This design comes from an exercise in tuning for a short achievable clock period and few clock cycles on the open sky130 flow, not from production work. Only simulation tests tie the RTL to the original design; equivalence was not proved. The clock port is modelled as an ideal driver, which makes a skipped or thinned clock tree look cheaper than it is; a real chip needs a root buffer or a tree. No activity file was given, so power comes from the tool's default toggle rates.

==> v38 <==
## simt_core
module simt_core (
    input  logic                                     clk,
    input  logic                                     reset,
    input  logic                                     start_i,
    input  logic [8-1:0]              start_pc_i,
    output logic                                     done_o,
    output logic                                     imem_valid_o,
    output logic [8-1:0]              imem_addr_o,
    input  logic                                     imem_ready_i,
    input  logic [16-1:0]             imem_data_i,
    output logic [4-1:0]                   dmem_wvalid_o,
    output logic [4*8-1:0]  dmem_waddr_o,
    output logic [4*16-1:0]  dmem_wdata_o,
    input  logic [4-1:0]                   dmem_wready_i
);
export LEC_CHECK = 0
export ABC_CLOCK_PERIOD_IN_PS = 1200
export CAP_MARGIN = 20
export CORE_MARGIN = 2
export CORE_UTILIZATION = 60
export SLEW_MARGIN = 20
export SYNTH_HIERARCHICAL = 1
create_clock -name core_clock -period 10.0 [get_ports {clk}]
standard.sh (not shown) runs the stock make flow with config.mk's settings and CLKGATE_MAP_FILE= SYNTH_SCRIPT=/design/flow/synth_recipe.tcl, a recipe that flattens the netlist after the stock synthesis.
==> flow/flow/run.sh <==
#!/bin/bash
set -euo pipefail
work=$(pwd)
bash standard.sh synth > flow_synth.log 2>&1
bash standard.sh SETUP_SLACK_MARGIN=7 floorplan place > flow_place.log 2>&1
# ORFS scripts with the TritonCTS call swapped for our clock tree
rm -rf "$work/orfs_scripts"
cp -r "$FLOW_HOME/scripts" "$work/orfs_scripts"
python3 - "$work/orfs_scripts/cts.tcl" "$work/flow/clock_tree.tcl" <<'PY'
import sys
p, tree = sys.argv[1], sys.argv[2]
s = open(p).read()
old = "log_cmd clock_tree_synthesis {*}$cts_args"
assert s.count(old) == 1
s = s.replace(old, "source " + tree)
open(p, "w").write(s)
PY
bash standard.sh SETUP_SLACK_MARGIN=7 SCRIPTS_DIR="$work/orfs_scripts" finish > flow_layout.log 2>&1
Other scripts of this flow, unchanged in this note and not shown: flow/flow/clock_tree.tcl
==> v10: changes against v38 <==
--- a/flow/design.v
+++ b/flow/design.v
@@ -357,16 +357,17 @@
     logic [AW-1:0]    pc1_q;     
     logic [AW-1:0]    addr_q;    
     logic             halt_q;    
     logic             done_q;
     logic [LANES-1:0] mask_q;
     logic          irv_q;
     logic          ir_add, ir_sub, ir_mul, ir_and, ir_slt, ir_addi, ir_st, ir_sm, ir_wr;
     logic [7:0]    ir_rs1, ir_rs2, ir_rd;
+    logic [7:0]    ir_sd;     
     logic [NR-1:0] ir_reads;
     logic [5:0]    ir_imm;
     logic          e2v_q;
     logic          e2_mul, e2_and, e2_slt, e2_cin, e2_st, e2_sm, e2_wr;
     logic [NR-1:0] e2_rd;
     logic [DW-1:0] a_q [LANES];
     logic [DW-1:0] b_q [LANES];
     logic [DW-1:0] d_q [LANES];
@@ -382,32 +383,35 @@
     logic [LANES-1:0] sv1_q, sv2_q;    
     logic st_full;
     always_comb begin
         st_full = 1'b0;
         for (int l = 0; l < LANES; l++) begin
             st_full = st_full | sv2_q[l] | (sv1_q[l] & e2v_q & e2_st);
         end
     end
-    assign stall = irv_q && ((e2v_q && e2_mul && |(ir_reads & e2_rd)) || (ir_st && st_full));
+    assign stall = irv_q && ((e2v_q && e2_mul && |(ir_reads & e2_rd)) || (ir_st && st_full) ||
+                             (ir_mul && ((e2v_q && e2_wr && |((ir_rs1[NR-1:0] | ir_rs2[NR-1:0]) & e2_rd)) ||
+                                         (m2_v_q && |((ir_rs1[NR-1:0] | ir_rs2[NR-1:0]) & m2_rd_q)))));
     assign go    = irv_q && !stall;
     always_ff @(posedge clk) begin
         if (!stall) begin
             ir_add   <= f_add;
             ir_sub   <= f_sub;
             ir_mul   <= f_mul;
             ir_and   <= f_and;
             ir_slt   <= f_slt;
             ir_addi  <= f_addi;
             ir_st    <= f_st;
             ir_sm    <= f_sm;
             ir_wr    <= f_wr;
             ir_rs1   <= f_rs1_oh;
             ir_rs2   <= f_rs2_oh;
             ir_rd    <= f_rd_oh;
+            ir_sd    <= f_st ? f_rd_oh : '0;
             ir_reads <= f_reads;
             ir_imm   <= imem_data_i[5:0];
         end
     end
     always_ff @(posedge clk) begin
         irv_q <= irv_d;
         e2v_q <= !reset && go;
         m2_v_q <= !reset && e2v_q && e2_mul;
@@ -427,42 +431,44 @@
     logic [DW-1:0] regs_q [LANES][NR];
     logic [DW-1:0] res_l [LANES];
     logic [DW-1:0] mres_l [LANES];
     logic [AW-1:0] sta_l [LANES];
     logic [DW-1:0] imm16;
     assign imm16 = {{(DW-6){ir_imm[5]}}, ir_imm};
     always_ff @(posedge clk) begin
         for (int l = 0; l < LANES; l++) begin
-            logic [DW-1:0] ra, rb, rd;
+            logic [DW-1:0] ra, rb, rd, ra0, rb0;
             logic e2f1, e2f2, e2fd, m2f1, m2f2, m2fd;
             ra = ir_rs1[7] ? DW'(l) : '0;
             rb = ir_rs2[7] ? DW'(l) : '0;
-            rd = ir_rd[7]  ? DW'(l) : '0;
+            rd = ir_sd[7]  ? DW'(l) : '0;
             for (int r = 0; r < NR; r++) begin
                 ra = ra | (ir_rs1[r] ? regs_q[l][r] : '0);
                 rb = rb | (ir_rs2[r] ? regs_q[l][r] : '0);
-                rd = rd | (ir_rd[r]  ? regs_q[l][r] : '0);
+                rd = rd | (ir_sd[r]  ? regs_q[l][r] : '0);
             end
+            ra0  = ra;
+            rb0  = rb;
             e2f1 = e2v_q && e2_wr && mask_q[l] && |(ir_rs1[NR-1:0] & e2_rd);
             e2f2 = e2v_q && e2_wr && mask_q[l] && |(ir_rs2[NR-1:0] & e2_rd);
             e2fd = e2v_q && e2_wr && mask_q[l] && |(ir_rd[NR-1:0]  & e2_rd);
             m2f1 = m2_v_q && m2_mask_q[l] && |(ir_rs1[NR-1:0] & m2_rd_q);
             m2f2 = m2_v_q && m2_mask_q[l] && |(ir_rs2[NR-1:0] & m2_rd_q);
             m2fd = m2_v_q && m2_mask_q[l] && |(ir_rd[NR-1:0]  & m2_rd_q);
             ra = e2f1 ? res_l[l] : (m2f1 ? mres_l[l] : ra);
             rb = e2f2 ? res_l[l] : (m2f2 ? mres_l[l] : rb);
             rd = e2fd ? res_l[l] : (m2fd ? mres_l[l] : rd);
             a_q[l] <= ra;
             b_q[l] <= (ir_sub || ir_slt) ? ~rb : ((ir_addi || ir_st) ? imm16 : rb);
             d_q[l] <= rd;
-            ma_q[l] <= ir_mul ? ra : '0;
+            ma_q[l] <= ir_mul ? ra0 : '0;
             for (int i = 0; i < 8; i++) begin
                 logic [2:0] t;
-                t = {rb[2*i+1], rb[2*i], (i == 0) ? 1'b0 : rb[2*i-1]};
+                t = {rb0[2*i+1], rb0[2*i], (i == 0) ? 1'b0 : rb0[2*i-1]};
                 mneg_q[l][i] <= ir_mul && t[2] && !(t[1] && t[0]);
                 mone_q[l][i] <= ir_mul && (t[1] ^ t[0]);
                 mtwo_q[l][i] <= ir_mul && ((t == 3'b011) || (t == 3'b100));
             end
         end
     end
     for (genvar gl = 0; gl < LANES; gl++) begin : g_alu
         lane_execute u_alu (
- CORE_UTILIZATION: 60 -> 50
==> v4: changes against v38 <==
- CORE_UTILIZATION: 60 -> 50
==> qor summary <==
| quantity | v38 | v4 | v10 |
|---|---|---|---|
| Number of antenna violations at the first check in global routing | 16 | 7 | 26 |
| Result of the run | finished clean | finished clean | finished clean |
| Logic depth of the worst register-to-register path | 13 | 15 | 12 |
| Placed cell areas | 80900 µm² | 81300 µm² | 82200 µm² |
| Seq Cell Count | 1414 | 1414 | 1421 |
| Layout cell share with drive strength beyond 1 | 0.190 | 0.194 | 0.186 |
| Met3 usage in global routing | 0.148 | 0.124 | 0.149 |
| Clock share of power | 0.303 | 0.304 | 0.306 |
| Combined global-route utilization of all metal layers | 0.444 | 0.378 | 0.391 |
| Capturing instance or port of the critical path | mone_q[2][6]$_DFF_P_ | mtwo_q[1][7]$_DFF_P_ | pc_q[2]$_DFF_P_ |
| Final cell count without fillers | 10500 | 10800 | 10900 |
| Final critical-path required period | 3.26 ns | 3.21 ns | 3.40 ns |
| Wire per inst | 30.3 µm | 30.0 µm | 31.2 µm |
| Worst hold-check slack | 0.384 ns | 0.353 ns | 0.341 ns |
| Count of mapped cells out of synthesis | 8827 | 8827 | 8948 |
| Comb power | 0.00106 W | 0.00106 W | 0.00107 W |
| Worst hold path endpoint | e2_and$_DFF_P_ | e2_sm$_DFF_P_ | e2_and$_DFF_P_ |
| Multi-input combinational gate total | 6339 | 6333 | 6456 |
| Proportion of power drawn by flip-flops and latches | 0.592 | 0.591 | 0.589 |
| Final cell utilization of the core | 0.679 | 0.570 | 0.570 |
Testbench counts of v38, summed over its fixed seeds: cycles 45,224.
Testbench counts of v10, summed over its fixed seeds: cycles 45,721.
Testbench counts of v4, summed over its fixed seeds: cycles 45,224.
No run of this note takes its clock network from TritonCTS; it comes from the design's own scripts or RTL.

## port drivers added, routing unchanged
In the flow no input, the clock included, has a driving cell. The finished layouts below were timed again as built, in two steps.
Step 1 sets driving cells, clkbuf_16 on the clock port and buf_2 on the other inputs (assumed; they add their load-dependent delay and slew).
Step 2 moves the port delays by t, midway between the first and last clock arrival at a register: inputs arrive t later, outputs are due t later. That takes back most of the time a late clock gives input paths.
Three values: ideal, step 1, step 2; two values: the first two.
run	shift t [ns]	setup WS [ns]	hold slack, ns	pins driven straight from the clock port
v38	0.734	6.737 / 6.707 / 6.440	0.384 / 0.384 / 0.384	4
v10	0.742	6.596 / 6.596 / 6.091	0.341 / 0.341 / 0.341	4
v4	0.738	6.791 / 6.754 / 6.463	0.353 / 0.353 / 0.353	4
After both steps every run listed still meets setup and hold. For v10, which loses most, drivers alone change the setup slack by 0.000 ns; drivers and shift together by -0.505 ns.
